From an optimization exercise on the open Yosys and OpenROAD flow, aimed at small area, a short achievable clock period and few clock cycles per item; shortcuts taken in it are not production practice. Only simulation tests tie the RTL to the original design; equivalence was not proved. Power figures rest on the tool's default switching activity, not on a simulated workload.

===== flow/config.mk =====
export PLATFORM = sky130hd
export DESIGN_NAME = servo_slew_limited_pwm_top
export DESIGN_NICKNAME = servo_slew_limited_pwm_top
export VERILOG_FILES = /design/flow/design.v
export SDC_FILE = /design/flow/constraint.sdc
export NUM_CORES = 4
export LEC_CHECK = 0
export CAP_MARGIN = 20
export CORE_MARGIN = 2
export CORE_UTILIZATION = 55
export SETUP_SLACK_MARGIN = 5
export SLEW_MARGIN = 20
export TNS_END_PERCENT = 0

===== flow/constraint.sdc =====
create_clock -name core_clock -period 11.0 [get_ports {clk}]
set_input_delay 2.2000 -clock core_clock [delete_from_list [all_inputs] [get_ports {clk}]]
set_output_delay 2.2000 -clock core_clock [all_outputs]
set_load 0.01 [all_outputs]

===== flow/design.v =====
`timescale 1ns / 1ps
package sslp_pkg;
  localparam logic OP_SET  = 1'b0;
  localparam logic OP_TICK = 1'b1;
  localparam logic [1:0] CFG_PULSE_GAIN = 2'd0;
  localparam logic [1:0] CFG_PULSE_MID  = 2'd1;
  localparam logic [1:0] CFG_CHAN_USE   = 2'd2;
  localparam logic [11:0] GAIN_RST     = 12'd800;
  localparam logic [11:0] MID_RST      = 12'd2040;
  localparam logic [2:0]  CHAN_USE_RST = 3'd5;
  localparam logic signed [11:0] TARGET_MAX = 12'sd1024;
  localparam logic signed [11:0] TARGET_MIN = -12'sd1024;
  localparam logic signed [13:0] PWM_MIN    = 14'sd200;
  localparam logic signed [13:0] PWM_MAX    = 14'sd3250;
endpackage
`timescale 1ns / 1ps
module servo_slew_limited_pwm_top #(
  parameter int CHANNELS = 5
) (
  input  logic               clk,
  input  logic               rst_n,
  input  logic               in_valid,
  output logic               in_ready,
  input  logic               in_op,
  input  logic [2:0]         in_channel,
  input  logic signed [11:0] in_target_pos,
  input  logic [11:0]        in_step_limit,
  input  logic               in_enable_req,
  input  logic [4:0]         in_pins_low,
  output logic               out_valid,
  input  logic               out_ready,
  output logic [2:0]         out_channel,
  output logic               out_pwm_write,
  output logic [11:0]        out_pwm_value,
  output logic               out_last,
  input  logic               cfg_we,
  input  logic [1:0]         cfg_index,
  input  logic [11:0]        cfg_wdata
);
  logic [11:0] gain_r;
  logic [11:0] mid_r;
  logic [2:0]  n_r;       
  always_ff @(posedge clk) begin
    if (!rst_n) begin
      gain_r <= sslp_pkg::GAIN_RST;
      mid_r  <= sslp_pkg::MID_RST;
      n_r    <= sslp_pkg::CHAN_USE_RST;
    end else if (cfg_we) begin
      case (cfg_index)
        sslp_pkg::CFG_PULSE_GAIN: gain_r <= cfg_wdata;
        sslp_pkg::CFG_PULSE_MID:  mid_r  <= cfg_wdata;
        sslp_pkg::CFG_CHAN_USE:   n_r    <= (cfg_wdata[2:0] > 3'd5) ? 3'd5 : cfg_wdata[2:0];
        default: ;
      endcase
    end
  end
  logic [2:0] h;   
  always_ff @(posedge clk) begin
    if (!rst_n)       h <= 3'd0;
    else if (h == 3'd4) h <= 3'd0;
    else              h <= h + 3'd1;
  end
  logic               q0_v, q0_op, q0_en, q0_pre;    
  logic [2:0]         q0_ch;
  logic signed [11:0] q0_tgt;
  logic [5:0]         q0_lq;
  logic [6:0]         q0_llo;
  logic               q1_v, q1_op, q1_en;
  logic [2:0]         q1_ch;
  logic signed [11:0] q1_tgt;
  logic [5:0]         q1_lq;
  logic [6:0]         q1_llo;
  logic signed [11:0] tgt_sat;
  logic [15:0]        lim_x;
  logic [6:0]         in_llo;
  always_comb begin
    if (in_target_pos > sslp_pkg::TARGET_MAX)      tgt_sat = sslp_pkg::TARGET_MAX;
    else if (in_target_pos < sslp_pkg::TARGET_MIN) tgt_sat = sslp_pkg::TARGET_MIN;
    else                                           tgt_sat = in_target_pos;
  end
  assign lim_x  = ({6'd0, in_step_limit[11:2]} << 5) + ({6'd0, in_step_limit[11:2]} << 3)
                + {6'd0, in_step_limit[11:2]};
  assign in_llo = in_op ? {2'b0, in_pins_low} : in_step_limit[6:0];
  logic       wact;     
  logic [2:0] wj;       
  logic [4:0] wpins;
  logic       ready;    
  logic       v0, v1;   
  logic       pop;
  logic       p2_v;
  logic       nz, ts0, ts1, noop0, noop1, tick_start, blk;
  logic       d0, d1, set_drain, rm0, rm1, keep0, keep1;
  logic       wa_e, step, step_last;
  logic [2:0] wj_e;
  logic [4:0] pins_e;
  logic       accept;
  function automatic logic set_ok(input logic [2:0] c, input logic pre, input logic act,
                                  input logic [2:0] j, input logic [2:0] ph, input logic rdy);
    set_ok = c > 3'd4 || pre || !act || c < j || (c == j && ph == j && rdy);
  endfunction
  function automatic logic rm0_f(input logic v, input logic op, input logic [2:0] c,
                                 input logic pre, input logic act, input logic [2:0] j,
                                 input logic [2:0] ph, input logic rdy, input logic [2:0] n);
    rm0_f = v && (op ? (!act || n == 3'd0) : set_ok(c, pre, act, j, ph, rdy));
  endfunction
  logic       in_ready_r;
  logic       q0_v_n, q0_op_n, q0_pre_n, q1_v_n, wact_n, v1_n;
  logic [2:0] q0_ch_n, wj_n, n_n;
  always_comb begin
    nz         = n_r != 3'd0;
    ts0        = q0_v && q0_op && !wact && nz;
    ts1        = q0_v && !q0_op && q1_v && q1_op && !wact && nz;
    noop0      = q0_v && q0_op && !nz;
    noop1      = q0_v && !q0_op && q1_v && q1_op && !nz;
    tick_start = ts0 || ts1;
    wa_e       = wact || tick_start;
    wj_e       = tick_start ? 3'd0 : wj;
    pins_e     = tick_start ? (ts0 ? q0_llo[4:0] : q1_llo[4:0]) : wpins;
    blk        = q0_v && !q0_op && (q0_pre || ts1) && (q0_ch == h);
    step       = wa_e && (h == wj_e) && ready && !blk;
    step_last  = step && (wj_e == n_r - 3'd1);
    d0         = q0_v && !q0_op && set_ok(q0_ch, q0_pre, wact, wj, h, ready);
    d1         = !d0 && q0_v && !q0_op && q1_v && !q1_op && (q1_ch != q0_ch)
                 && set_ok(q1_ch, 1'b0, wact, wj, h, ready);
    set_drain  = d0 || d1;
    rm0        = d0 || ts0 || noop0;
    rm1        = d1 || ts1 || noop1;
    keep0      = q0_v && !rm0;
    keep1      = q1_v && !rm1;
    in_ready   = in_ready_r;
    accept     = in_valid && in_ready;
    q0_v_n     = keep0 || keep1 || accept;
    q1_v_n     = (keep0 && keep1) || ((keep0 || keep1) && accept);
    q0_op_n    = keep0 ? q0_op  : keep1 ? q1_op : in_op;
    q0_ch_n    = keep0 ? q0_ch  : keep1 ? q1_ch : in_channel;
    q0_pre_n   = keep0 && (q0_pre || ts1);
    wact_n     = wa_e && !step_last;
    wj_n       = step ? wj_e + 3'd1 : wj_e;
    v1_n       = !pop && (v1 || (p2_v && v0));
    n_n        = (cfg_we && cfg_index == sslp_pkg::CFG_CHAN_USE)
                 ? ((cfg_wdata[2:0] > 3'd5) ? 3'd5 : cfg_wdata[2:0]) : n_r;
  end
  always_ff @(posedge clk) begin
    if (!rst_n) begin
      q0_v       <= 1'b0;
      q1_v       <= 1'b0;
      q0_pre     <= 1'b0;
      wact       <= 1'b0;
      wj         <= 3'd0;
      in_ready_r <= 1'b1;
    end else begin
      q0_v       <= q0_v_n;
      q1_v       <= q1_v_n;
      q0_pre     <= q0_pre_n;
      wact       <= wact_n;
      wj         <= wj_n;
      in_ready_r <= !(q0_v_n && q1_v_n) ||
                    rm0_f(q0_v_n, q0_op_n, q0_ch_n, q0_pre_n, wact_n, wj_n,
                          (h == 3'd4) ? 3'd0 : h + 3'd1, !v1_n, n_n);
    end
  end
  always_ff @(posedge clk) begin
    if (!keep0) begin
      if (keep1) begin
        q0_op  <= q1_op;
        q0_ch  <= q1_ch;
        q0_tgt <= q1_tgt;
        q0_lq  <= q1_lq;
        q0_llo <= q1_llo;
        q0_en  <= q1_en;
      end else begin
        q0_op  <= in_op;
        q0_ch  <= in_channel;
        q0_tgt <= tgt_sat;
        q0_lq  <= lim_x[15:10];
        q0_llo <= in_llo;
        q0_en  <= in_enable_req;
      end
    end
    if (!(keep0 && keep1)) begin
      q1_op  <= in_op;
      q1_ch  <= in_channel;
      q1_tgt <= tgt_sat;
      q1_lq  <= lim_x[15:10];
      q1_llo <= in_llo;
      q1_en  <= in_enable_req;
    end
    if (tick_start) wpins <= pins_e;
  end
  logic [2:0]         set_ch;
  logic signed [11:0] set_tgt;
  logic [5:0]         set_lq;
  logic [6:0]         set_lr;
  logic               set_en;
  always_comb begin
    set_ch  = d0 ? q0_ch  : q1_ch;
    set_tgt = d0 ? q0_tgt : q1_tgt;
    set_lq  = d0 ? q0_lq  : q1_lq;
    set_lr  = 7'((d0 ? q0_llo : q1_llo) - ({1'b0, set_lq} * 7'd100));
    set_en  = d0 ? q0_en  : q1_en;
  end
  logic [3:0] pos;
  logic [4:0] swe;
  always_comb begin
    pos = 4'(h) + 4'd6 - 4'(set_ch);
    if (pos >= 4'd5) pos = pos - 4'd5;
    if (pos >= 4'd5) pos = pos - 4'd5;
    for (int k = 0; k < 5; k++)
      swe[k] = set_drain && (set_ch < 3'd5) && (pos == 4'(k));
  end
  logic signed [11:0] rt  [5];
  logic [5:0]         rlq [5];
  logic [6:0]         rlr [5];
  logic               rreq[5];
  logic               ren [5];
  logic               rz  [5];    
  logic signed [11:0] rq  [5];
  logic [6:0]         rr  [5];
  logic signed [11:0] q0, t0;
  logic [6:0]         r0, lr0;
  logic [5:0]         lq0;
  logic               pin, en_new, dis, mov;
  logic signed [12:0] d;
  logic signed [13:0] dm, dp;
  logic [7:0]         s;
  logic               e_pos, e_zero, e_neg, rate_nz, up, dn, cy, bw;
  logic signed [11:0] qn;
  logic [6:0]         rn;
  always_comb begin
    t0      = rt[0];
    q0      = rz[0] ? 12'sd0 : rq[0];
    r0      = rz[0] ? 7'd0 : rr[0];
    lq0     = rlq[0];
    lr0     = rlr[0];
    pin     = pins_e[h];
    en_new  = rreq[0] || (ren[0] && !pin);
    dis     = ren[0] && !rreq[0] && pin;
    d       = 13'(t0) - 13'(q0);
    dm      = 14'(t0) - 14'(q0) - 14'($signed({1'b0, lq0}));
    dp      = 14'(t0) - 14'(q0) + 14'($signed({1'b0, lq0}));
    s       = 8'(r0) + 8'(lr0);
    e_pos   = d > 13'sd0;
    e_zero  = (d == 13'sd0) && (r0 == 7'd0);
    e_neg   = !e_pos && !e_zero;
    rate_nz = (lq0 != 6'd0) || (lr0 != 7'd0);
    up      = e_pos && rate_nz && (dm > 14'sd1 || (dm == 14'sd1 && s < 8'd100));
    dn      = e_neg && rate_nz && (dp < 14'sd0 || (dp == 14'sd0 && lr0 < r0));
    cy      = s >= 8'd100;
    bw      = r0 < lr0;
    if (up) begin
      qn = q0 + 12'($signed({1'b0, lq0})) + 12'(cy);
      rn = cy ? 7'(s - 8'd100) : s[6:0];
    end else if (dn) begin
      qn = q0 - 12'($signed({1'b0, lq0})) - 12'(bw);
      rn = bw ? 7'(r0 - lr0 + 7'd100) : 7'(r0 - lr0);
    end else begin
      qn = t0;
      rn = 7'd0;
    end
    mov = en_new && !e_zero;
  end
  always_ff @(posedge clk) begin
    for (int k = 0; k < 5; k++) begin
      if (swe[k]) begin
        rt[k]  <= set_tgt;
        rlq[k] <= set_lq;
        rlr[k] <= set_lr;
      end else begin
        rt[k]  <= rt[(k + 4) % 5];
        rlq[k] <= rlq[(k + 4) % 5];
        rlr[k] <= rlr[(k + 4) % 5];
      end
      if (k == 1 && step && en_new) begin
        rq[k] <= qn;
        rr[k] <= rn;
      end else begin
        rq[k] <= rq[(k + 4) % 5];
        rr[k] <= rr[(k + 4) % 5];
      end
    end
    for (int k = 0; k < 5; k++) begin
      if (!rst_n) begin
        rreq[k] <= 1'b0;
        ren[k]  <= 1'b0;
        rz[k]   <= 1'b1;
      end else begin
        rreq[k] <= swe[k] ? set_en : rreq[(k + 4) % 5];
        if (k == 1 && step) begin
          ren[k] <= en_new;
          rz[k]  <= rz[0] && !en_new;
        end else begin
          ren[k] <= ren[(k + 4) % 5];
          rz[k]  <= rz[(k + 4) % 5];
        end
      end
    end
  end
  logic               p1_v, p1_calc, p1_dis, p1_rnz;
  logic signed [11:0] p1_q;
  logic               p2_calc, p2_dis, p2_s;
  logic [11:0]        p2_m;
  logic               s1, inc1;
  logic [10:0]        m1;
  logic [22:0]        prod1;
  logic signed [13:0] raw;
  logic [11:0]        pwm_c;
  always_ff @(posedge clk) begin
    if (!rst_n) begin
      p1_v <= 1'b0;
      p2_v <= 1'b0;
    end else if (ready) begin
      p1_v <= step;
      p2_v <= p1_v;
    end
  end
  always_ff @(posedge clk) begin
    if (ready) begin
      p1_calc <= mov;
      p1_dis  <= dis;
      p1_q    <= qn;
      p1_rnz  <= rn != 7'd0;
      p2_calc <= p1_calc;
      p2_dis  <= p1_dis;
      p2_s    <= s1;
      p2_m    <= prod1[21:10];
    end
  end
  always_comb begin
    s1    = p1_q[11];
    inc1  = s1 && !p1_rnz;
    m1    = s1 ? ~p1_q[10:0] : p1_q[10:0];
    prod1 = 23'(m1 * gain_r) + (inc1 ? 23'(gain_r) : 23'd0);
  end
  always_comb begin
    raw = p2_s ? 14'($signed({2'b0, mid_r}) - $signed({2'b0, p2_m}))
               : 14'($signed({2'b0, mid_r}) + $signed({2'b0, p2_m}));
    if (raw < sslp_pkg::PWM_MIN)      pwm_c = 12'd200;
    else if (raw > sslp_pkg::PWM_MAX) pwm_c = 12'd3250;
    else                              pwm_c = raw[11:0];
  end
  logic        wr0, wr1;
  logic [11:0] val0, val1;
  logic        push;
  logic        nwr;
  logic [11:0] nval;
  logic [2:0]  chn, chn_n;
  logic        last_r;
  assign ready = !v1;
  assign push  = p2_v && ready;
  assign pop   = v0 && out_ready;
  assign nwr   = p2_calc || p2_dis;
  assign nval  = p2_calc ? pwm_c : 12'd0;
  assign chn_n = pop ? ((chn == n_r - 3'd1) ? 3'd0 : chn + 3'd1) : chn;
  always_ff @(posedge clk) begin
    if (!rst_n) begin
      v0  <= 1'b0;
      v1  <= 1'b0;
      chn    <= 3'd0;
      last_r <= 1'b0;
    end else begin
      if (v1) begin
        if (pop) v1 <= 1'b0;
      end else if (push) begin
        if (v0 && !pop) v1 <= 1'b1;
        v0 <= 1'b1;
      end else if (pop) begin
        v0 <= 1'b0;
      end
      chn    <= chn_n;
      last_r <= (chn_n == n_n - 3'd1);
    end
  end
  always_ff @(posedge clk) begin
    if (v1) begin
      if (pop) begin
        wr0  <= wr1;
        val0 <= val1;
      end
    end else if (push) begin
      if (v0 && !pop) begin
        wr1  <= nwr;
        val1 <= nval;
      end else begin
        wr0  <= nwr;
        val0 <= nval;
      end
    end
  end
  assign out_valid     = v0;
  assign out_channel   = chn;
  assign out_pwm_write = wr0;
  assign out_pwm_value = val0;
  assign out_last      = last_r;
endmodule

===== flow/run.sh =====
#!/bin/bash
# synth_recipe.tcl (not shown) runs the flow's synth.tcl, then flattens the netlist and writes it again
# the make line also repeats each setting of config.mk as NAME=value (left out here)
make -C /OpenROAD-flow-scripts/flow DESIGN_CONFIG=/design/flow/config.mk WORK_HOME=/design/flow/orfs CLKGATE_MAP_FILE= SYNTH_SCRIPT=/design/flow/synth_recipe.tcl finish

==> results.toml, run 1 <==
[timing]
rsz0062_at_grt = "yes"
min_period_ns = 5.980
tns_ns = 0
final-setup-viol-count = 0
fin_skew_ns = 0.03925
final-hold-violation-count = 0
maxSlewHeadroom_pct = 28.36
fmax_ghz = 0.1672
tightest_slew_ns = 1.060
final.period_utilization_pct = 54.36
timing.final.max_slew_violations = 0

[detailed_routing]
firstDrtPassIters = 5
drtAntennaViolNets = 0
drt-total-wl_um = 57310
viasPerCell = 5.588
drt_iter0_drc = 1062
wl_per_cell_um = 17.87
drc = 0
vias = 17920

[setup_path]
critical_path_peak_fanout = 13
cp.arrival_ns = 6.31
r2r.worst_path.cells = 18
crit_required_ns = 11.33
r2r_start = "p1_q[11]$_DFFE_PN_"
timing.rr.end = "p2_m[11]$_DFFE_PN_"
r2r_setup_slack_ns = 5.02
critical_path_class = "reg2reg"
startpoint = "p1_q[11]$_DFFE_PN_"
end_kind = "flop"
startpoint_type = "flop"

[synthesis]
synth_top_area_cell = "dfxtp_1"
avgSynthCellArea_sq_um = 9.425
synth_seq_cells = 402
synthFlopType = "dfxtp_1"
synth_edf_count = 117
async_flop_share_pct = 0
syn_nets = 2909
yosysSeqAreaShare_pct = 38.16
synth_top_area_share_pct = 23.62
syn_area_sq_um = 24160
synthCells = 2563
ys_types = 88
yosysWarningCount = 9
synth.area.top_cells = "dfxtp_1, edfxtp_1, fa_1, ha_1, nand2_1"

[layout]
mostFrequentLayoutCells = "nand2_1, dfxtp_1, inv_1"
area_growth_pct = 12.29
final_cell_area_sq_um = 27120
nNetsFinal = 2933
layout-drive-gt1-share_pct = 7.437
postLayoutCoreUtil_pct = 62.83
layout_commonest_cell = "nand2_1"
layout.cells.non_filler = 3207
insertedDiodeCount = 0

[pwr]
p_per_area_nw_per_um2 = 288.5
ir_worst_vdd_uv = 260.0
cellLeakagePower_nw = 11.75
power_mw = 7.825

[clocking]
cts_buffer_depth = 3
cts_inserted_buffers = 43
ctsHtreeMaxLevel = 2
cts_hold_buf = 0
root_buffer = "clkbuf_16"
cts_sinks = 402
tritoncts = "built"
clk_pin_slew_ns = 0.07
clock_latency_ns = 0.60

[die]
dieArea_sq_um = 45610
core-area_sq_um = 43170
initial_core_util_pct = 55.95
io_pins = 72
die_h_um = 213.6
rows = 76
die_w_um = 213.6

[grt]
first_global_vias = 17630
grt_max_degree = 61
grt_pass1_wl_um = 92120
globalRouteOverflowTotal = 0
grt_usage_pct = 25.50
antenna_found_initial = 1

[placed_design]
routabilityCongestion = 0.9033
hpwlAfterDp_um = 41820
place_area_sq_um = 25260
dp.cells = 3121
io_buffers = 71

[hold_path]
hold_start = "rq[4][10]$_DFF_P_"
hp-class = "reg2reg"
hold_depth = 0
whs_endpoint = "rq[0][10]$_DFF_P_"

[status]
status = "timing/DRC/antenna clean"

[job]
cap_violations = 0
sequential cells by signal, summed over array words and instances (netlist names), 6 cells and up:
name    count
rq         60
rt         60
rlr        35
rr         35
rlq        30
gain_r     12
mid_r      12
p1_q       12
p2_m       12
q0_tgt     12
q1_tgt     12
val0       12
val1       12
q0_llo      7
q1_llo      7
q0_lq       6
q1_lq       6
cells in the mapped netlist, types with 19 or more instances:
| master | n |
|---|---|
| a21boi_0 | 21 |
| a21o_1 | 32 |
| a21oi_1 | 142 |
| a31oi_1 | 21 |
| and2_1 | 73 |
| buf_2 | 22 |
| clkbuf_1 | 81 |
| dfxtp_1 | 285 |
| edfxtp_1 | 117 |
| fa_1 | 117 |
| ha_1 | 176 |
| inv_1 | 251 |
| mux2_2 | 41 |
| mux2i_1 | 39 |
| nand2_1 | 329 |
| nand2b_1 | 21 |
| nand3_1 | 53 |
| nor2_1 | 154 |
| nor2b_1 | 45 |
| nor3_1 | 34 |
| o211ai_1 | 20 |
| o21a_1 | 24 |
| o21ai_0 | 101 |
| o31ai_1 | 19 |
| xnor2_1 | 65 |
| xor2_1 | 34 |
worst max-delay path: stages, from the launching register on:
cell,delay [ns]
edfxtp_1,0.41
buf_12,0.20
xor2_4,0.34
nand2_1,0.13
fa_1,0.56
inv_1,0.05
fa_1,0.41
fa_1,0.57
fa_1,0.47
fa_1,0.49
ha_1,0.34
a21o_1,0.16
a21oi_1,0.17
o221ai_1,0.25
a41oi_2,0.35
a211oi_2,0.16
a21o_1,0.20
o41ai_1,0.31
xnor2_1,0.13
cell type report:
class                           instances  area (sq um)
Timing Repair Buffer                   90         909.6
Clock inverter                         25         297.8
Tap cell                              585         732.0
Fill cell                            3722         16050
Inverter                              253         953.4
Multi-Input combinational cell       1797         13810
Sequential cell                       402          9220
Clock buffer                           55          1204
power breakdown:
part	leakage [nW]	switching [mW]	internal [mW]
clock network	0.729	0.648	0.867
logic	7.44	2.48	1.69
registers	3.58	0.210	1.94
total	11.8	3.34	4.49
how the worst max path moves through the flow:
stage	slack [ns]	depth (start not counted)	to
2_1_floorplan	5.03	19	p2_m[11]$_DFFE_PN_
3_3_place_gp	4.38	22	rlr[4][6]$_DFF_P_
3_5_place_dp	4.14	22	rlr[4][6]$_DFF_P_
4_1_cts	4.85	20	rlr[4][6]$_DFF_P_
5_1_grt	4.71	23	rlr[4][3]$_DFF_P_
6_report	5.02	18	p2_m[11]$_DFFE_PN_
timing repair:
| item | 4_1_cts | 5_1_grt |
|---|---|---|
| endpoints found under the setup margin | 151 | 147 |
| pin swaps | 1 | 2 |
| resized for setup | 23 | 28 |
| buffers inserted | 3 | 3 |
layer usage:
metal | global-route usage [%] | vias up | wire length, um
met5 | 0 | - | 0
met4 | 6.729 | 0 | 1136
met3 | 3.193 | 75 | 2296
met2 | 44.94 | 328 | 28410
met1 | 33.17 | 8712 | 25460
li1 | - | 8807 | -
per-stage QoR:
stage	setup WS, ns	hold slack, ns
2_1_floorplan	5.032	0.3096
3_3_place_gp	4.380	0.3099
3_5_place_dp	4.143	0.3121
4_1_cts	4.847	0.3245
5_1_grt	4.714	0.3292
6_report	5.020	0.3222
kinds of logic (layout without fill, tap and decap cells):
logic type      after synthesis  after routing  share of synthesized area (%)
xor+xnor                     99             99                          3.590
simple gates                811            811                          15.93
mux                          81             81                          3.621
flops                       402            402                          38.16
fa+ha+maj                   293            293                          18.81
buf+inv                     364            423                          5.838
compound gates              513            513                          14.05
Testbench counts, summed over its fixed seeds: cycles 9,884, items 9,600.
==> inputs of run 2 (changes only) <==
--- a/flow/config.mk
+++ b/flow/config.mk
@@ -10,4 +10,3 @@
 export CORE_UTILIZATION = 55
 export SETUP_SLACK_MARGIN = 5
 export SLEW_MARGIN = 20
-export TNS_END_PERCENT = 0
==> results.toml, run 2 <==
[setup_path]
path_delay_family = "adder cells"
end_kind = "flop"
startpoint_type = "flop"
r2r.worst_path.cells = 19
cp.buffers_inverters = 3
max_stage_delay_ns = 0.57
cp.arrival_ns = 6.03
path_cells = "buf_12, buf_4, xor2_2, buf_4, and2_1, ha_1, fa_1, fa_1, fa_1, fa_1, ha_1, a21o_1, a21oi_1, o221ai_2, a41oi_4, a211oi_4, a21o_1, o41ai_1, xnor2_1"
critPathSlowestCell = "fa_1"
r2r_start = "p1_q[11]$_DFFE_PN_"
crit_required_ns = 11.33
crit_path_frequent_cell = "fa_1"
critical_path_class = "reg2reg"
r2r_setup_slack_ns = 5.30
critical_path_peak_fanout = 14
timing.rr.end = "p2_m[11]$_DFFE_PN_"

[die]
die_w_um = 213.6
io_pins = 72
core-area_sq_um = 43170
rows = 76
dieArea_sq_um = 45610
initial_core_util_pct = 55.95
die_h_um = 213.6

[timing]
rsz0062_at_grt = "no"
timing.final.max_slew_violations = 0
final.period_utilization_pct = 51.83
fmax_ghz = 0.1754
maxSlewHeadroom_pct = 32.22
tns_ns = 0
tightest_slew_ns = 1.003
fin_skew_ns = 0.03723
min_period_ns = 5.702
final-setup-viol-count = 0
final-hold-violation-count = 0
timing.hold.ws_ns = 0.3224

[detailed_routing]
vias = 18080
drtAntennaViolNets = 0
viasPerCell = 5.599
firstDrtPassIters = 5
drt-total-wl_um = 58140
drc = 0
wl_per_cell_um = 18.00
drt_iter0_drc = 1134

[grt]
grt_usage_pct = 25.57
antenna_found_initial = 1
first_global_vias = 17660
grt_pass1_wl_um = 92420
globalRouteOverflowTotal = 0
grt_max_degree = 61

[clocking]
root_buffer = "clkbuf_16"
ctsHtreeMaxLevel = 2
cts_buffer_depth = 3
clock_latency_ns = 0.60
cts_sinks = 402
cts_inserted_buffers = 43
clk_pin_slew_ns = 0.07
tritoncts = "built"

[pwr]
clkPwrFrac_pct = 18.9
sw_frac_of_total_pct = 42.87
cellLeakagePower_nw = 11.90
switchingPower_mw = 3.442
seqPwrFrac_pct = 26.8
p_per_area_nw_per_um2 = 292.8
ir_worst_vdd_uv = 291.8
p_comb_share_pct = 54.3
cell_internal_pwr_mw = 4.586

[hold_path]
whs_endpoint = "rq[0][10]$_DFF_P_"
hp-class = "reg2reg"
hold_depth = 0
hold_start = "rq[4][10]$_DFF_P_"

[synthesis]
synth_top_area_share_pct = 23.62
syn_nets = 2909
yosysWarningCount = 9
synth_most_common_cell = "nand2_1"
synth_edf_count = 117
syn_area_sq_um = 24160
async_flop_share_pct = 0
yosysSeqAreaShare_pct = 38.16
avgSynthCellArea_sq_um = 9.425
synth_seq_cells = 402
synthCells = 2563
synthFlopType = "dfxtp_1"
synth_top_area_cell = "dfxtp_1"
synthTopCellsByCount = "nand2_1, dfxtp_1, inv_1, ha_1, nor2_1"
synth.area.top_cells = "dfxtp_1, edfxtp_1, fa_1, ha_1, nand2_1"
ys_types = 88

[placed_design]
hpwlAfterDp_um = 41820
place_area_sq_um = 25260
dp.cells = 3121
io_buffers = 71
routabilityCongestion = 0.9033

[layout]
mostFrequentLayoutCells = "nand2_1, dfxtp_1, inv_1"
layout-drive-gt1-share_pct = 8.321
nNetsFinal = 2955
layout.cells.non_filler = 3229
area_growth_pct = 13.50
final_cell_area_sq_um = 27420
layout_commonest_cell = "nand2_1"
fill_cells = 3692
insertedDiodeCount = 0
reg_top3 = "rq x60, rt x60"

[status]
status = "timing/DRC/antenna clean"

[job]
cap_violations = 0
[run 2: cell counts after synthesis]
Identical to the previous run, type by type.
[run 2: per-layer routing]
layer  vias to the layer above  global-route usage (%)  routed length [um]
met1                      8798                   33.29               25760
li1                       8856                       -                   -
met2                       343                   45.06               28800
met4                         0                   6.657                1193
met3                        82                   3.222                2391
met5                         -                       0                   0
[run 2: through the flow]
step           setup slack [ns]  total power [mW]  util, %
6_report                  5.298             8.028    63.51
3_3_place_gp              4.380             6.088    58.49
3_5_place_dp              4.143             6.191    58.51
4_1_cts                   5.018             7.832    62.54
5_1_grt                   4.928             8.718    63.51
2_1_floorplan             5.032             5.239        -
[run 2: cell families after synthesis]
kind of cell / share of synthesized area, %
DFF: 38.16
AOI/OAI and AO/OA: 14.05
and+or+nand+nor: 15.93
muxes: 3.621
xor gates and xnor gates: 3.590
buffers and inverters: 5.838
adders and majority gates: 18.81
[run 2: worst max-delay path by stage]
stage / startpoint / endpoint / slack [ns] / depth (start not counted)
4_1_cts: p1_q[11]$_DFFE_PN_ / p2_m[11]$_DFFE_PN_ / 5.02 / 18
3_5_place_dp: wj[1]$_SDFF_PN0_ / rlr[4][6]$_DFF_P_ / 4.14 / 22
6_report: p1_q[11]$_DFFE_PN_ / p2_m[11]$_DFFE_PN_ / 5.30 / 19
5_1_grt: wj[1]$_SDFF_PN0_ / rlr[0][3]$_DFF_P_ / 4.93 / 23
3_3_place_gp: wj[1]$_SDFF_PN0_ / rlr[4][6]$_DFF_P_ / 4.38 / 22
2_1_floorplan: p1_q[11]$_DFFE_PN_ / p2_m[11]$_DFFE_PN_ / 5.03 / 19
[run 2: repair_timing]
action,CTS,global route
pin swaps,1,8
setup endpoints to repair,151,145
hold endpoints to repair,0,0
gates cloned,0,3
hold buffers,0,0
buffers inserted,4,21
gates resized for setup,30,31
[run 2: final cells by class]
type                    instances  area, sq um  share of cell area (%)
clock buffers                  55         1204                   4.390
clock inverters                25        297.8                   1.086
inverters                     253        953.4                   3.478
multi-input cells            1799        13930                   50.82
flip-flops and latches        402         9220                   33.63
well taps                     585        732.0                   2.670
repair buffers                110         1077                   3.929
[run 2: power groups by stage]
stage | registers (mW) | logic [mW] | clock network (mW)
2_1_floorplan | 2.06 | 3.18 | 0
3_3_place_gp | 2.17 | 3.92 | 0
3_5_place_dp | 2.17 | 4.02 | 0
4_1_cts | 2.15 | 4.14 | 1.54
5_1_grt | 2.19 | 4.93 | 1.60
6_report | 2.15 | 4.36 | 1.52
==> inputs of run 3 (changes only) <==
--- a/flow/config.mk
+++ b/flow/config.mk
@@ -7,6 +7,6 @@
 export LEC_CHECK = 0
 export CAP_MARGIN = 20
 export CORE_MARGIN = 2
-export CORE_UTILIZATION = 55
+export CORE_UTILIZATION = 65
 export SETUP_SLACK_MARGIN = 5
 export SLEW_MARGIN = 20
==> results.toml, run 3 <==
[status]
status = "timing/DRC/antenna clean"

[detailed_routing]
drc = 0
viasPerCell = 5.940
vias = 18440
wl_per_cell_um = 18.65
drt_iter0_drc = 1119
drtAntennaViolNets = 0
firstDrtPassIters = 5
drt-total-wl_um = 57890

[timing]
timing.final.max_slew_violations = 0
min_period_ns = 5.773
final.period_utilization_pct = 52.48
fmax_ghz = 0.1732
timing.hold.ws_ns = 0.3226
maxSlewHeadroom_pct = 26.08
rsz0062_at_grt = "no"
fin_skew_ns = 0.02570
final-setup-viol-count = 0
tightest_slew_ns = 1.107
fin_ws_ns = 5.227
tns_ns = 0
final-hold-violation-count = 0

[pwr]
p_per_area_nw_per_um2 = 294.7
clkPwrFrac_pct = 18.8
power_mw = 8.011
switchingPower_mw = 3.407
cellLeakagePower_nw = 11.87
seqPwrFrac_pct = 26.8
p_comb_share_pct = 54.4
ir_worst_vdd_uv = 247.4
sw_frac_of_total_pct = 42.52
cell_internal_pwr_mw = 4.604

[layout]
nNetsFinal = 2948
postLayoutCoreUtil_pct = 74.26
final_cell_area_sq_um = 27190
insertedDiodeCount = 0
mostFrequentLayoutCells = "nand2_1, dfxtp_1, inv_1"
reg_top3 = "rq x60, rt x60"
area_growth_pct = 12.55
layout-drive-gt1-share_pct = 8.232
layout_commonest_cell = "nand2_1"
layout.cells.non_filler = 3104

[clocking]
cts_inserted_buffers = 42
tritoncts = "built"
cts_buffer_depth = 3
clk_pin_slew_ns = 0.06
root_buffer = "clkbuf_16"
ctsHtreeMaxLevel = 2
clock_latency_ns = 0.59
cts_sinks = 402

[grt]
grt_usage_pct = 29.89
globalRouteOverflowTotal = 0
first_global_vias = 18380
grt_pass1_wl_um = 93080
grt_max_degree = 61
antenna_found_initial = 0

[setup_path]
cp.arrival_ns = 6.23
startpoint_type = "flop"
critical_path_peak_fanout = 48
end_kind = "flop"
critical_path_class = "reg2reg"
crit_required_ns = 11.46
r2r_start = "wj[1]$_SDFF_PN0_"
startpoint = "wj[1]$_SDFF_PN0_"

[synthesis]
avgSynthCellArea_sq_um = 9.425
async_flop_share_pct = 0
synth_edf_count = 117
yosysSeqAreaShare_pct = 38.16
synth_seq_cells = 402
syn_area_sq_um = 24160
synth_top_area_cell = "dfxtp_1"
ys_types = 88
synth_top_family_by_area = "adder cells"
synthSimpleGateAreaFrac_pct = 15.93
syn_nets = 2909
synth.area.top_cells = "dfxtp_1, edfxtp_1, fa_1, ha_1, nand2_1"
synth_compound_area_share_pct = 14.05
synth_top_area_share_pct = 23.62
synthTopCellsByCount = "nand2_1, dfxtp_1, inv_1, ha_1, nor2_1"
yosys.area_share.adder_pct = 18.81
synth_most_common_cell = "nand2_1"
synthCells = 2563
synth_xor_area_share_pct = 3.590
synthFlopType = "dfxtp_1"
synthMuxAreaShare_pct = 3.621
yosysWarningCount = 9

[die]
rows = 70
io_pins = 72
core-area_sq_um = 36610
die_w_um = 196.8
initial_core_util_pct = 65.98
die_h_um = 196.8
dieArea_sq_um = 38720

[placed_design]
place_area_sq_um = 25110
io_buffers = 71
routabilityCongestion = 0.8792
dp_slack_ns = 4.452
dp.cells = 3003
hpwlAfterDp_um = 40840

[hold_path]
hold_start = "rq[1][5]$_DFF_P_"
hp-class = "reg2reg"

[job]
cap_violations = 0
run 3: repair_timing:
| action | CTS | global route |
|---|---|---|
| setup buffers | 3 | 18 |
| cloned | 0 | 2 |
| gates resized for setup | 26 | 35 |
| setup endpoints to repair | 155 | 151 |
| pin swaps | 0 | 4 |
| hold buffers | 0 | 0 |
run 3: cells by family (layout without fill, tap and decap cells):
group	count (synthesis)	count (layout)
flip-flops	402	402
XOR/XNOR	99	99
adder cells (fa/ha/maj)	293	293
AND/OR/NAND/NOR	811	811
buffers and inverters	364	437
multiplexers	81	81
AO/OA/AOI/OAI	513	513
run 3: path summary, 6_finish.rpt:
kind	cells past startpoint	slack [ns]	to
worst min-delay path	0	0.32	rq[2][5]$_DFF_P_
worst max-delay path	23	5.23	rlr[0][6]$_DFF_P_
worst max register to register	23	5.23	rlr[0][6]$_DFF_P_
worst min register to register	0	0.32	rq[2][5]$_DFF_P_
run 3: power groups by stage:
stage | clock, mW | combinational (mW) | sequential [mW]
6_report | 1.50 | 4.36 | 2.15
5_1_grt | 1.58 | 4.90 | 2.18
4_1_cts | 1.52 | 4.11 | 2.14
3_5_place_dp | 0 | 4.00 | 2.17
3_3_place_gp | 0 | 3.85 | 2.16
2_1_floorplan | 0 | 3.18 | 2.06
run 3: worst max-delay path, stage by stage (launching register included):
cell and delay (ns):
dfxtp_1 0.42, inv_1 0.11, ha_1 0.29, nor2b_1 0.14
o21ai_0 0.25, a21oi_2 0.14, a21o_4 0.25, buf_4 0.15
mux2_2 0.27, ha_1 0.28, inv_1 0.05, fa_1 0.45
xnor2_2 0.23, a21boi_4 0.28, mux2i_4 0.33, ha_1 0.23
inv_1 0.06, o21ai_0 0.21, mux2i_1 0.10, o2bb2a_1 0.33
nand2_1 0.14, nor3_2 0.28, buf_12 0.27, mux2_2 0.37
run 3: metal layers:
metal  part of all wire [%]  vias to the layer above  global-route usage [%]
li1                       -                     8835                       -
met1                     42                     8934                   38.47
met2                     49                      519                   51.47
met3                    5.2                      149                   4.038
met4                    3.4                        0                   11.33
met5                      0                        -                       0
run 3: cell type report:
| type | count | area (sq um) |
|---|---|---|
| inverter | 253 | 950.9 |
| clock inverter | 23 | 291.5 |
| sequential | 402 | 9228 |
| fill | 2658 | 9424 |
| tap | 468 | 585.6 |
| timing repair buffer | 106 | 1076 |
| clock buffer | 55 | 1204 |
| multi-input combinational | 1797 | 13850 |
==> inputs of run 4 (changes only) <==
--- a/flow/config.mk
+++ b/flow/config.mk
@@ -7,6 +7,9 @@
 export LEC_CHECK = 0
 export CAP_MARGIN = 20
 export CORE_MARGIN = 2
-export CORE_UTILIZATION = 65
+export CORE_UTILIZATION = 55
+export CTS_BUF_LIST = sky130_fd_sc_hd__clkbuf_8
+export CTS_CLUSTER_DIAMETER = 60
+export CTS_CLUSTER_SIZE = 20
 export SETUP_SLACK_MARGIN = 5
 export SLEW_MARGIN = 20
==> results.toml, run 4 <==
[layout]
layout-drive-gt1-share_pct = 8.187
mostFrequentLayoutCells = "nand2_1, dfxtp_1, inv_1"
final_cell_area_sq_um = 26770
nNetsFinal = 2950
reg_top3 = "rq x60, rt x60"
layout_commonest_cell = "nand2_1"
area_growth_pct = 10.81
insertedDiodeCount = 0

[timing]
fin_skew_ns = 0.05831
min_period_ns = 5.778
rsz0062_at_grt = "no"
fmax_ghz = 0.1731
tns_ns = 0
maxSlewHeadroom_pct = 31.26
final-hold-violation-count = 0
final.period_utilization_pct = 52.53
tightest_slew_ns = 1.017
timing.final.max_slew_violations = 0
final-setup-viol-count = 0

[clocking]
cts_buffer_depth = 3
root_buffer = "clkbuf_8"
cts_inserted_buffers = 35
cts_sinks = 402
clk_pin_slew_ns = 0.10
ctsHtreeMaxLevel = 2
tritoncts = "built"
clock_latency_ns = 0.66

[synthesis]
syn_nets = 2909
yosysWarningCount = 9
synth_top_area_cell = "dfxtp_1"
synth_most_common_cell = "nand2_1"
synth_top_area_share_pct = 23.62
ys_types = 88
synthCells = 2563
synth.area.top_cells = "dfxtp_1, edfxtp_1, fa_1, ha_1, nand2_1"
synthFlopType = "dfxtp_1"
synth_seq_cells = 402
yosysSeqAreaShare_pct = 38.16
synthTopCellsByCount = "nand2_1, dfxtp_1, inv_1, ha_1, nor2_1"
avgSynthCellArea_sq_um = 9.425
syn_area_sq_um = 24160
synth_edf_count = 117
async_flop_share_pct = 0

[die]
rows = 76
initial_core_util_pct = 55.95
io_pins = 72
die_h_um = 213.6
core-area_sq_um = 43170
dieArea_sq_um = 45610
die_w_um = 213.6

[setup_path]
cp_num_cells = 20
r2r_setup_slack_ns = 5.22
max_stage_delay_ns = 0.50
cp.buffers_inverters = 5
startpoint_type = "flop"
crit_required_ns = 11.39
critical_path_class = "reg2reg"
cp.arrival_ns = 6.17
r2r_start = "p1_q[11]$_DFFE_PN_"
end_kind = "flop"
critical_path_peak_fanout = 8
path_cells = "buf_6, buf_12, xor2_4, buf_4, and2_1, fa_1, inv_1, fa_1, fa_1, inv_1, fa_1, fa_1, ha_1, nand4_1, o221ai_4, a41oi_4, a211oi_4, a211o_1, a21oi_2, xnor2_1"
r2r.worst_path.cells = 20
timing.critical_path.to = "p2_m[10]$_DFFE_PN_"
path_delay_family = "adder cells"
critPathSlowestCell = "fa_1"
startpoint = "p1_q[11]$_DFFE_PN_"
crit_path_frequent_cell = "fa_1"
timing.rr.end = "p2_m[10]$_DFFE_PN_"

[detailed_routing]
drc = 0
drtAntennaViolNets = 0
wl_per_cell_um = 17.83
vias = 18100
drt_iter0_drc = 1182
drt-total-wl_um = 57270
firstDrtPassIters = 5
viasPerCell = 5.638

[grt]
grt_pass1_wl_um = 90570
antenna_found_initial = 1
first_global_vias = 17440
grt_max_degree = 61
globalRouteOverflowTotal = 0
grt_usage_pct = 25.04

[placed_design]
routabilityCongestion = 0.9033
hpwlAfterDp_um = 41820
io_buffers = 71
place_area_sq_um = 25260

[pwr]
p_comb_share_pct = 58.8
ir_worst_vdd_uv = 274.5
cellLeakagePower_nw = 11.59
switchingPower_mw = 3.376
seqPwrFrac_pct = 28.7
cell_internal_pwr_mw = 4.113
power_mw = 7.489
clkPwrFrac_pct = 12.5
p_per_area_nw_per_um2 = 279.8
sw_frac_of_total_pct = 45.08

[status]
status = "timing/DRC/antenna clean"

[job]
cap_violations = 0

[hold_path]
hold_start = "rq[2][5]$_DFF_P_"
hp-class = "reg2reg"
==> run 4: cell counts after synthesis <==
Identical to the previous run, type by type.
==> run 4: repair_timing <==
action	in CTS	in global routing
gates resized for setup	31	48
setup endpoints to repair	149	147
hold endpoints to repair	0	0
buffers inserted	7	20
pin swaps	2	14
cloned	0	4
hold buffers	0	0
==> run 4: kinds of logic after synthesis <==
kind of cell | Yosys count | synth area share, %
adders and majority gates | 293 | 18.81
and+or+nand+nor | 811 | 15.93
xor gates and xnor gates | 99 | 3.590
buffers and inverters | 364 | 5.838
AOI/OAI and AO/OA | 513 | 14.05
muxes | 81 | 3.621
DFF | 402 | 38.16
==> run 4: metal layers <==
layer	vias up	GRT usage, %	part of all wire, %
met5	-	0	0
met4	0	7.256	2.1
met3	71	2.636	4.3
met2	389	43.94	49
met1	8801	32.80	44
li1	8842	-	-
==> run 4: area by class of cell <==
| type | instances | area (sq um) |
|---|---|---|
| multi-input combinational | 1799 | 13970 |
| fill | 3760 | 16410 |
| tap | 585 | 732.0 |
| clock inverter | 22 | 249.0 |
| timing repair buffer | 113 | 1124 |
| inverter | 253 | 953.4 |
| sequential | 402 | 9226 |
| clock buffer | 37 | 509.2 |
==> run 4: metrics by stage <==
| stage | util [%] | cells | hold WS (ns) | setup WS (ns) |
|---|---|---|---|---|
| floorplan | - | 2563 | 0.3096 | 5.032 |
| global placement | 58.49 | 3121 | 0.3099 | 4.380 |
| detailed placement | 58.51 | 3121 | 0.3121 | 4.143 |
| CTS | 60.90 | 3187 | 0.3170 | 5.001 |
| global route | 62.00 | 3211 | 0.3182 | 4.959 |
| finish | 62.00 | 3211 | 0.3289 | 5.222 |
==> run 4: how the worst min path moves through the flow <==
stage	slack (ns)	depth (start not counted)	end
after floorplan	0.31	0	rq[0][0]$_DFF_P_
after global placement	0.31	0	rq[4][7]$_DFF_P_
after detailed placement	0.31	0	rq[2][3]$_DFF_P_
after CTS	0.32	0	rq[2][9]$_DFF_P_
after global routing	0.32	0	rq[3][5]$_DFF_P_
final	0.33	0	rq[3][5]$_DFF_P_
==> run 4: worst reg2reg max path, cell delays in order (launching register included) <==
cell      delay [ns]
edfxtp_1        0.45
buf_6           0.18
buf_12          0.15
xor2_4          0.21
buf_4           0.18
and2_1          0.17
fa_1            0.41
inv_1           0.10
fa_1            0.41
fa_1            0.49
inv_1           0.05
fa_1            0.50
fa_1            0.49
ha_1            0.34
nand4_1         0.16
o221ai_4        0.28
a41oi_4         0.18
a211oi_4        0.35
a211o_1         0.24
a21oi_2         0.08
xnor2_1         0.12
==> run 4: power by group through the flow <==
stage	registers, mW	clock network [mW]	logic (mW)
after floorplan	2.06	0	3.18
after global placement	2.17	0	3.92
after detailed placement	2.17	0	4.02
after CTS	2.15	0.968	4.14
after global routing	2.18	1.02	4.99
final	2.15	0.939	4.40
==> inputs of run 5 (changes only) <==
--- a/flow/config.mk
+++ b/flow/config.mk
@@ -8,8 +8,7 @@
 export CAP_MARGIN = 20
 export CORE_MARGIN = 2
 export CORE_UTILIZATION = 55
-export CTS_BUF_LIST = sky130_fd_sc_hd__clkbuf_8
-export CTS_CLUSTER_DIAMETER = 60
-export CTS_CLUSTER_SIZE = 20
+export CTS_CLUSTER_DIAMETER = 100
+export CTS_CLUSTER_SIZE = 30
 export SETUP_SLACK_MARGIN = 5
 export SLEW_MARGIN = 20
==> results.toml, run 5 <==
[status]
status = "timing/DRC/antenna clean"

[setup_path]
crit_required_ns = 11.32
critPathSlowestCell = "fa_1"
cp.arrival_ns = 6.10
crit_path_frequent_cell = "fa_1"
end_kind = "flop"
critical_path_class = "reg2reg"
max_stage_delay_ns = 0.50
critical_path_peak_fanout = 8
path_cells = "buf_4, buf_12, xor2_4, buf_4, and2_1, fa_1, inv_1, fa_1, fa_1, inv_1, fa_1, fa_1, ha_1, a21oi_2, o221ai_4, a41oi_4, a211oi_4, a21o_1, o41ai_2, xnor2_1"
startpoint_type = "flop"

[hold_path]
hp-class = "reg2reg"

[timing]
rsz0062_at_grt = "no"
timing.hold.ws_ns = 0.3302
timing.final.max_slew_violations = 0
fmax_ghz = 0.1730
final-hold-violation-count = 0
fin_skew_ns = 0.03868
final.period_utilization_pct = 52.56
tns_ns = 0
min_period_ns = 5.781
tightest_slew_ns = 1.007
maxSlewHeadroom_pct = 32.86
final-setup-viol-count = 0

[layout]
postLayoutCoreUtil_pct = 61.30
layout-drive-gt1-share_pct = 6.718
layout_commonest_cell = "nand2_1"
final_cell_area_sq_um = 26460
area_growth_pct = 9.552
insertedDiodeCount = 0
fill_cells = 3791
mostFrequentLayoutCells = "nand2_1, dfxtp_1, inv_1"
reg_top3 = "rq x60, rt x60"
nNetsFinal = 2926

[die]
initial_core_util_pct = 55.95
dieArea_sq_um = 45610
core-area_sq_um = 43170
rows = 76
die_w_um = 213.6
die_h_um = 213.6
io_pins = 72

[grt]
grt_usage_pct = 24.73
first_global_vias = 17290
grt_max_degree = 61
antenna_found_initial = 1
globalRouteOverflowTotal = 0
grt_pass1_wl_um = 89980

[detailed_routing]
firstDrtPassIters = 5
drtAntennaViolNets = 0
drt_iter0_drc = 1239
wl_per_cell_um = 17.71
viasPerCell = 5.606
drt-total-wl_um = 56230
drc = 0
vias = 17800

[synthesis]
synth.area.top_cells = "dfxtp_1, edfxtp_1, fa_1, ha_1, nand2_1"
async_flop_share_pct = 0
synth_top_area_share_pct = 23.62
synthTopCellsByCount = "nand2_1, dfxtp_1, inv_1, ha_1, nor2_1"
synth_most_common_cell = "nand2_1"
syn_nets = 2909
synthCells = 2563
syn_area_sq_um = 24160
synth_top_area_cell = "dfxtp_1"
synth_edf_count = 117
synth_seq_cells = 402
yosysWarningCount = 9
yosysSeqAreaShare_pct = 38.16
avgSynthCellArea_sq_um = 9.425
synthFlopType = "dfxtp_1"
ys_types = 88

[pwr]
p_per_area_nw_per_um2 = 275.8
power_mw = 7.298
ir_worst_vdd_uv = 273.6
cellLeakagePower_nw = 11.43

[clocking]
clk_pin_slew_ns = 0.11
cts_sinks = 402
tritoncts = "built"
cts_inserted_buffers = 18
cts_buffer_depth = 3
root_buffer = "clkbuf_16"
clock_latency_ns = 0.58
ctsHtreeMaxLevel = 1

[placed_design]
routabilityCongestion = 0.9033
io_buffers = 71
hpwlAfterDp_um = 41820
place_area_sq_um = 25260

[job]
cap_violations = 0
## run 5: cell counts after synthesis
Identical to the previous run, type by type.
## run 5: path summary, 6_finish.rpt
| kind | end | from | slack [ns] | cells past startpoint |
|---|---|---|---|---|
| worst min-delay path | rq[3][6]$_DFF_P_ | rq[2][6]$_DFF_P_ | 0.33 | 0 |
| worst max register to register | p2_m[11]$_DFFE_PN_ | p1_q[11]$_DFFE_PN_ | 5.22 | 20 |
| worst max-delay path | p2_m[11]$_DFFE_PN_ | p1_q[11]$_DFFE_PN_ | 5.22 | 20 |
| worst min register to register | rq[3][6]$_DFF_P_ | rq[2][6]$_DFF_P_ | 0.33 | 0 |
## run 5: cell families after synthesis
kind of cell / synth area share [%]
flops: 38.16
simple gates: 15.93
xor+xnor: 3.590
mux: 3.621
fa+ha+maj: 18.81
compound gates: 14.05
buf+inv: 5.838
## run 5: layer usage
metal / up-vias / part of all wire [%] / global-route usage (%)
li1: 8760 / - / -
met1: 8623 / 44 / 32.51
met2: 341 / 49 / 43.50
met3: 75 / 4.2 / 2.475
met4: 0 / 2.6 / 6.920
met5: - / 0 / 0
## run 5: report_power, final
group / switching [mW] / leakage, nW / internal, mW
sequential: 0.213 / 3.58 / 1.93
combinational: 2.56 / 7.57 / 1.78
clock: 0.482 / 0.274 / 0.333
total: 3.26 / 11.4 / 4.04
## run 5: cell type report
class | instances | area, sq um | share of cell area, %
timing repair buffer | 106 | 1049 | 3.962
inverter | 253 | 953.4 | 3.603
sequential | 402 | 9225 | 34.86
multi-input combinational | 1799 | 13940 | 52.67
tap | 585 | 732.0 | 2.766
clock buffer | 24 | 494.2 | 1.868
clock inverter | 6 | 72.57 | 0.2742
## run 5: what timing repair did
action,CTS,global route
endpoints found under the setup margin,151,147
hold buffers,0,0
setup buffers,6,16
resized for setup,30,39
pin swaps,2,4
gates cloned,0,2
hold endpoints to repair,0,0
## run 5: through the flow
step	cells	setup WS, ns
6_report	3175	5.219
5_1_grt	3175	4.966
4_1_cts	3157	5.015
3_5_place_dp	3121	4.143
3_3_place_gp	3121	4.380
2_1_floorplan	2563	5.032
## run 5: worst max-delay path: cells and delay by family (launching register included)
kind / cells / cell delay [ns]
adder cells (fa/ha/maj): 6 / 2.64
AO/OA/AOI/OAI: 6 / 1.27
buffers and inverters: 5 / 0.70
flip-flops: 1 / 0.45
XOR/XNOR: 2 / 0.32
AND/OR/NAND/NOR: 1 / 0.17
==> inputs of run 6 (changes only) <==
==> flow/flow/run.sh (new file) <==
#!/bin/bash
set -euo pipefail
bash standard.sh SETUP_SLACK_MARGIN=6 finish > standard.log 2>&1
==> flow/standard.sh (new file) <==
#!/bin/bash
# synth_recipe.tcl (not shown) runs the flow's synth.tcl, then flattens the netlist and writes it again
# the make line also repeats each setting of config.mk as NAME=value (left out here)
make -C /OpenROAD-flow-scripts/flow DESIGN_CONFIG=/design/flow/config.mk WORK_HOME=/design/flow/orfs CLKGATE_MAP_FILE= SYNTH_SCRIPT=/design/flow/synth_recipe.tcl "${@:-finish}"
--- a/flow/config.mk
+++ b/flow/config.mk
@@ -10,5 +10,4 @@
 export CORE_UTILIZATION = 55
 export CTS_CLUSTER_DIAMETER = 100
 export CTS_CLUSTER_SIZE = 30
-export SETUP_SLACK_MARGIN = 5
 export SLEW_MARGIN = 20
removed: flow/run.sh
==> results.toml, run 6 <==
[layout]
postLayoutCoreUtil_pct = 67.95
final_cell_area_sq_um = 29330
layout.cells.non_filler = 3274
area_growth_pct = 21.43
seqCellArea_sq_um = 9251
nNetsFinal = 3024
layout-drive-gt1-share_pct = 19.64
layout_commonest_cell = "nand2_1"
insertedDiodeCount = 0
multiInputGateArea_sq_um = 15250
reg_top3 = "rq x60, rt x60"
mostFrequentLayoutCells = "nand2_1, dfxtp_1, inv_1"
fill_cells = 3394

[grt]
globalRouteOverflowTotal = 0
grt_pass1_wl_um = 95010
antenna_found_initial = 1
first_global_vias = 17840
grt_max_degree = 61
grt_usage_pct = 26.36

[die]
initial_core_util_pct = 55.95
dieArea_sq_um = 45610
die_w_um = 213.6
die_h_um = 213.6
io_pins = 72
core-area_sq_um = 43170
rows = 76

[synthesis]
synth_top_area_cell = "dfxtp_1"
synthTopCellsByCount = "nand2_1, dfxtp_1, inv_1, ha_1, nor2_1"
ys_types = 88
synth.area.top_cells = "dfxtp_1, edfxtp_1, fa_1, ha_1, nand2_1"
async_flop_share_pct = 0
avgSynthCellArea_sq_um = 9.425
yosysSeqAreaShare_pct = 38.16
synth_seq_cells = 402
synth_top_area_share_pct = 23.62
synth_most_common_cell = "nand2_1"
syn_nets = 2909
synthCells = 2563
synth_edf_count = 117
syn_area_sq_um = 24160
yosysWarningCount = 9
synthFlopType = "dfxtp_1"

[timing]
final-setup-viol-count = 0
maxSlewHeadroom_pct = 27.34
rsz0062_at_grt = "yes"
tns_ns = 0
min_period_ns = 5.552
final-hold-violation-count = 0
fmax_ghz = 0.1801
fin_skew_ns = 0.02526
timing.final.max_slew_violations = 0
final.period_utilization_pct = 50.47
tightest_slew_ns = 1.090

[setup_path]
critical_path_class = "reg2reg"
startpoint_type = "flop"
cp.arrival_ns = 5.89
crit_required_ns = 11.33
end_kind = "flop"
critical_path_peak_fanout = 5

[detailed_routing]
drt-total-wl_um = 64580
drtAntennaViolNets = 0
drc = 0
wl_per_cell_um = 19.72
vias = 18810
firstDrtPassIters = 5
viasPerCell = 5.745
drt_iter0_drc = 1337

[pwr]
p_comb_share_pct = 62.6
seqPwrFrac_pct = 26.7
power_mw = 8.276
switchingPower_mw = 3.671
cellLeakagePower_nw = 12.48
p_per_area_nw_per_um2 = 282.1
clkPwrFrac_pct = 10.7
sw_frac_of_total_pct = 44.36
cell_internal_pwr_mw = 4.605
ir_worst_vdd_uv = 290.9

[placed_design]
place_area_sq_um = 25500
io_buffers = 71
dp.cells = 3122
hpwlAfterDp_um = 41480
routabilityCongestion = 0.8923

[clocking]
cts_inserted_buffers = 19
cts_sinks = 402
clock_latency_ns = 0.58
cts_buffer_depth = 3
root_buffer = "clkbuf_16"
cts_hold_buf = 0
ctsHtreeMaxLevel = 1
tritoncts = "built"
clk_pin_slew_ns = 0.11

[status]
status = "timing/DRC/antenna clean"

[hold_path]
hp-class = "reg2reg"

[job]
cap_violations = 0
==> run 6: cell counts after synthesis <==
Identical to the previous run, type by type.
==> run 6: path summary, 6_finish.rpt <==
check | from | to | slack (ns) | depth (start not counted)
max reg2reg | p1_q[11]$_DFFE_PN_ | p2_m[10]$_DFFE_PN_ | 5.45 | 21
max | p1_q[11]$_DFFE_PN_ | p2_m[10]$_DFFE_PN_ | 5.45 | 21
min reg2reg | rq[3][7]$_DFF_P_ | rq[4][7]$_DFF_P_ | 0.33 | 0
min | rq[3][7]$_DFF_P_ | rq[4][7]$_DFF_P_ | 0.33 | 0
==> run 6: cell type report <==
cell class	instances	share of cell area, %
tap	585	2.495
timing repair buffer	204	8.522
clock buffer	23	1.851
sequential	402	31.54
multi-input combinational	1798	51.99
clock inverter	9	0.3455
inverter	253	3.255
==> run 6: what timing repair did <==
action	in CTS	in global routing
endpoints found under the setup margin	177	171
gates cloned	8	24
setup buffers	60	28
pin swaps	32	72
gates resized for setup	135	345
==> run 6: logic make-up (layout without fill, tap and decap cells) <==
| logic type | count (synthesis) | in the layout | synth area share, % |
|---|---|---|---|
| buffers and inverters | 364 | 489 | 5.838 |
| muxes | 81 | 81 | 3.621 |
| AOI/OAI and AO/OA | 513 | 513 | 14.05 |
| adders and majority gates | 293 | 293 | 18.81 |
| and+or+nand+nor | 811 | 812 | 15.93 |
| xor gates and xnor gates | 99 | 99 | 3.590 |
| DFF | 402 | 402 | 38.16 |
==> run 6: metal layers <==
metal	vias to the layer above	routed length (um)	track usage, %	share of wire, %
met4	0	1459	6.466	2.3
met5	-	0	0	0
met2	510	31460	45.38	49
met1	9216	28310	35.87	44
met3	94	3349	2.592	5.2
li1	8990	-	-	-
==> run 6: power groups by stage <==
stage                     Clock, mW  Combinational (mW)  Sequential (mW)
after floorplan                   0                3.42             2.06
after global placement            0                4.15             2.17
after detailed placement          0                4.26             2.18
after CTS                     0.899                4.70             2.15
after global routing          0.953                5.76             2.24
final                         0.883                5.18             2.21
==> run 6: through the flow <==
step                      setup slack, ns  hold WS [ns]
after floorplan                     5.827        0.3096
after global placement              4.777        0.3100
after detailed placement            4.742        0.3121
after CTS                           5.497        0.3346
after global routing                5.234        0.3402
final                               5.448        0.3336
==> run 6: worst max-delay path: stages (launching register included) <==
cell	delay (ns)
edfxtp_1	0.48
buf_6	0.17
xor2_4	0.17
buf_6	0.15
buf_4	0.15
and2_4	0.16
fa_2	0.56
inv_1	0.05
fa_1	0.47
inv_1	0.05
fa_2	0.53
inv_2	0.04
fa_2	0.51
inv_2	0.04
fa_2	0.54
ha_4	0.22
a41oi_4	0.24
a211oi_2	0.10
buf_4	0.16
a211o_1	0.32
a21oi_2	0.14
xnor2_1	0.07
==> inputs of run 7 (changes only) <==
==> flow/flow/run.sh (replaced) <==
#!/bin/bash
set -euo pipefail
bash standard.sh SETUP_SLACK_MARGIN=6.5 finish > standard.log 2>&1
==> results.toml, run 7 <==
[timing]
timing.final.max_slew_violations = 0
tns_ns = 0
min_period_ns = 5.503
tightest_slew_ns = 1.209
maxSlewHeadroom_pct = 17.08
final-hold-violation-count = 0
fmax_ghz = 0.1817
fin_skew_ns = 0.03729
final.period_utilization_pct = 50.03
final-setup-viol-count = 0
rsz0062_at_grt = "yes"
fin_ws_ns = 5.497

[synthesis]
syn_area_sq_um = 24160
yosys.area_share.adder_pct = 18.81
synth_most_common_cell = "nand2_1"
syn_nets = 2909
synthFlopType = "dfxtp_1"
synthSimpleGateAreaFrac_pct = 15.93
synth_edf_count = 117
yosysWarningCount = 9
synthCells = 2563
async_flop_share_pct = 0
synth_seq_cells = 402
synth_top_family_by_area = "adder cells"
synthMuxAreaShare_pct = 3.621
synth_compound_area_share_pct = 14.05
synth.area.top_cells = "dfxtp_1, edfxtp_1, fa_1, ha_1, nand2_1"
synth_top_area_cell = "dfxtp_1"
synth_xor_area_share_pct = 3.590
synth_top_area_share_pct = 23.62
yosysSeqAreaShare_pct = 38.16
ys_types = 88
avgSynthCellArea_sq_um = 9.425
synthTopCellsByCount = "nand2_1, dfxtp_1, inv_1, ha_1, nor2_1"

[setup_path]
critical_path_class = "reg2reg"
startpoint_type = "flop"
end_kind = "flop"
critical_path_peak_fanout = 5
crit_required_ns = 11.31
cp.arrival_ns = 5.82

[die]
die_h_um = 213.6
rows = 76
core-area_sq_um = 43170
io_pins = 72
die_w_um = 213.6
dieArea_sq_um = 45610
initial_core_util_pct = 55.95

[clocking]
clock_latency_ns = 0.57
cts_buffer_depth = 3
cts_sinks = 402
cts_hold_buf = 0
ctsHtreeMaxLevel = 1
root_buffer = "clkbuf_16"
cts_inserted_buffers = 18
clk_pin_slew_ns = 0.10
tritoncts = "built"

[layout]
fill_cells = 3226
insertedDiodeCount = 0
layout_commonest_cell = "dfxtp_1"
area_growth_pct = 28.51
reg_top3 = "rq x60, rt x60"
layout-drive-gt1-share_pct = 26.27
nNetsFinal = 3107
mostFrequentLayoutCells = "dfxtp_1, nand2_1, inv_1"

[pwr]
cellLeakagePower_nw = 13.07
power_mw = 9.019
ir_worst_vdd_uv = 289.5
p_per_area_nw_per_um2 = 290.5

[grt]
globalRouteOverflowTotal = 0
grt_usage_pct = 29.32
grt_pass1_wl_um = 104700
first_global_vias = 19250
grt_max_degree = 61
antenna_found_initial = 0

[hold_path]
hp-class = "reg2reg"

[detailed_routing]
drt-total-wl_um = 68260
drt_iter0_drc = 1375
vias = 19420
firstDrtPassIters = 6
viasPerCell = 5.788
wl_per_cell_um = 20.34
drc = 0
drtAntennaViolNets = 0

[placed_design]
routabilityCongestion = 0.8866
dp_slack_ns = 4.558
io_buffers = 71
hpwlAfterDp_um = 42120

[status]
status = "timing/DRC/antenna clean"

[job]
cap_violations = 0
run 7: changes by cell type in the layout (fill, tap and decap cells not counted), moves of 12 or more:
| cell | previous run | this run |
|---|---|---|
| a21oi_2 | 63 | 75 |
| buf_16 | 8 | 29 |
| buf_4 | 58 | 102 |
| buf_6 | 30 | 54 |
| ha_4 | 12 | 28 |
| ha_1 | 164 | 139 |
| clkbuf_16 | 38 | 20 |
| a21oi_1 | 77 | 60 |
run 7: critical path: stages (launching register included):
cell and delay [ns]:
edfxtp_1 0.49, buf_6 0.18, buf_12 0.12, xor2_4 0.16, buf_6 0.14, and2_4 0.15, fa_2 0.55, inv_1 0.05
fa_1 0.50, inv_2 0.05, fa_2 0.53, inv_2 0.04, fa_2 0.52, inv_2 0.04, fa_2 0.55, ha_4 0.16
nand3_2 0.08, nand2_2 0.08, a41oi_4 0.04, a211oi_4 0.36, a21o_1 0.24, o41ai_4 0.08, xnor2_1 0.13
run 7: final timing paths:
| path | from | cells past startpoint | slack, ns | endpoint |
|---|---|---|---|---|
| setup reg to reg | p1_q[11]$_DFFE_PN_ | 22 | 5.50 | p2_m[11]$_DFFE_PN_ |
| setup / recovery | p1_q[11]$_DFFE_PN_ | 22 | 5.50 | p2_m[11]$_DFFE_PN_ |
| hold reg to reg | rr[4][3]$_DFF_P_ | 0 | 0.33 | rr[0][3]$_DFF_P_ |
| hold / removal | rr[4][3]$_DFF_P_ | 0 | 0.33 | rr[0][3]$_DFF_P_ |
run 7: routing by layer:
layer	track usage, %	vias up	wire (um)
met2	50.87	500	33530
li1	-	9159	-
met4	9.124	0	2126
met1	38.76	9631	29520
met5	0	-	0
met3	2.973	134	3074
run 7: timing repair:
item                                    4_1_cts  5_1_grt
buffers inserted                            111       56
gates resized for setup                     372      219
gates cloned                                 32        3
endpoints found under the setup margin      182      180
pin swaps                                    82       75
run 7: logic make-up after synthesis:
logic type / after synthesis
compound gates: 513
fa+ha+maj: 293
simple gates: 811
flops: 402
buf+inv: 364
mux: 81
xor+xnor: 99
run 7: power breakdown:
part	internal [mW]	switching [mW]
clock	0.357	0.496
sequential	1.94	0.286
combinational	2.71	3.23
total	5.00	4.02
run 7: area by class of cell:
cell class                      count  area (sq um)  area share (%)
Clock inverter                      6         93.84          0.3023
Multi-Input combinational cell   1800         16060           51.75
Tap cell                          585         732.0           2.358
Timing Repair inverter              1         8.758         0.02821
Timing Repair Buffer              285          3420           11.02
Clock buffer                       24         494.2           1.592
Sequential cell                   402          9253           29.81
Inverter                          253         977.2           3.148
run 7: stage by stage:
| step | utilization [%] | instances | area [sq um] | hold WS, ns |
|---|---|---|---|---|
| global placement | 59.91 | 3124 | 25860 | 0.3097 |
| CTS | 68.52 | 3297 | 29580 | 0.3335 |
| finish | 71.90 | 3356 | 31040 | 0.3278 |
| global route | 71.90 | 3356 | 31040 | 0.3351 |
| floorplan | - | 2563 | 24980 | 0.3096 |
| detailed placement | 59.91 | 3124 | 25860 | 0.3121 |

-- port drivers added, routing unchanged --
How much do the figures lean on ideal ports? The routed layouts below were timed once more, with nothing changed but the port constraints. Step 1 sets driving cells, clkbuf_16 on the clock port and buf_2 on the other inputs (assumed; they add their load-dependent delay and slew). Step 2 times the ports against the registers' clock, not the clock port: input delays grow and output delays shrink by t, the midpoint of the rising clock arrivals with the driver on. Slacks: ideal ports / drivers / drivers and shift; pairs: ideal ports / drivers.
run | shift t [ns] | setup WS [ns] | worst data-port slew with drivers (ns) | pins driven straight from the clock port
run 1 | 0.638 | 5.020 / 5.020 / 5.020 | 0.04 | 1
run 2 | 0.637 | 5.298 / 5.298 / 5.298 | 0.04 | 1
run 3 | 0.630 | 5.227 / 5.227 / 5.227 | 0.04 | 1
run 4 | 0.684 | 5.222 / 5.222 / 5.222 | 0.04 | 1
run 5 | 0.615 | 5.219 / 5.219 / 5.219 | 0.04 | 1
run 6 | 0.617 | 5.448 / 5.448 / 5.448 | 0.04 | 1
run 7 | 0.612 | 5.497 / 5.497 / 5.497 | 0.04 | 1
After both steps every run listed still meets setup and hold.
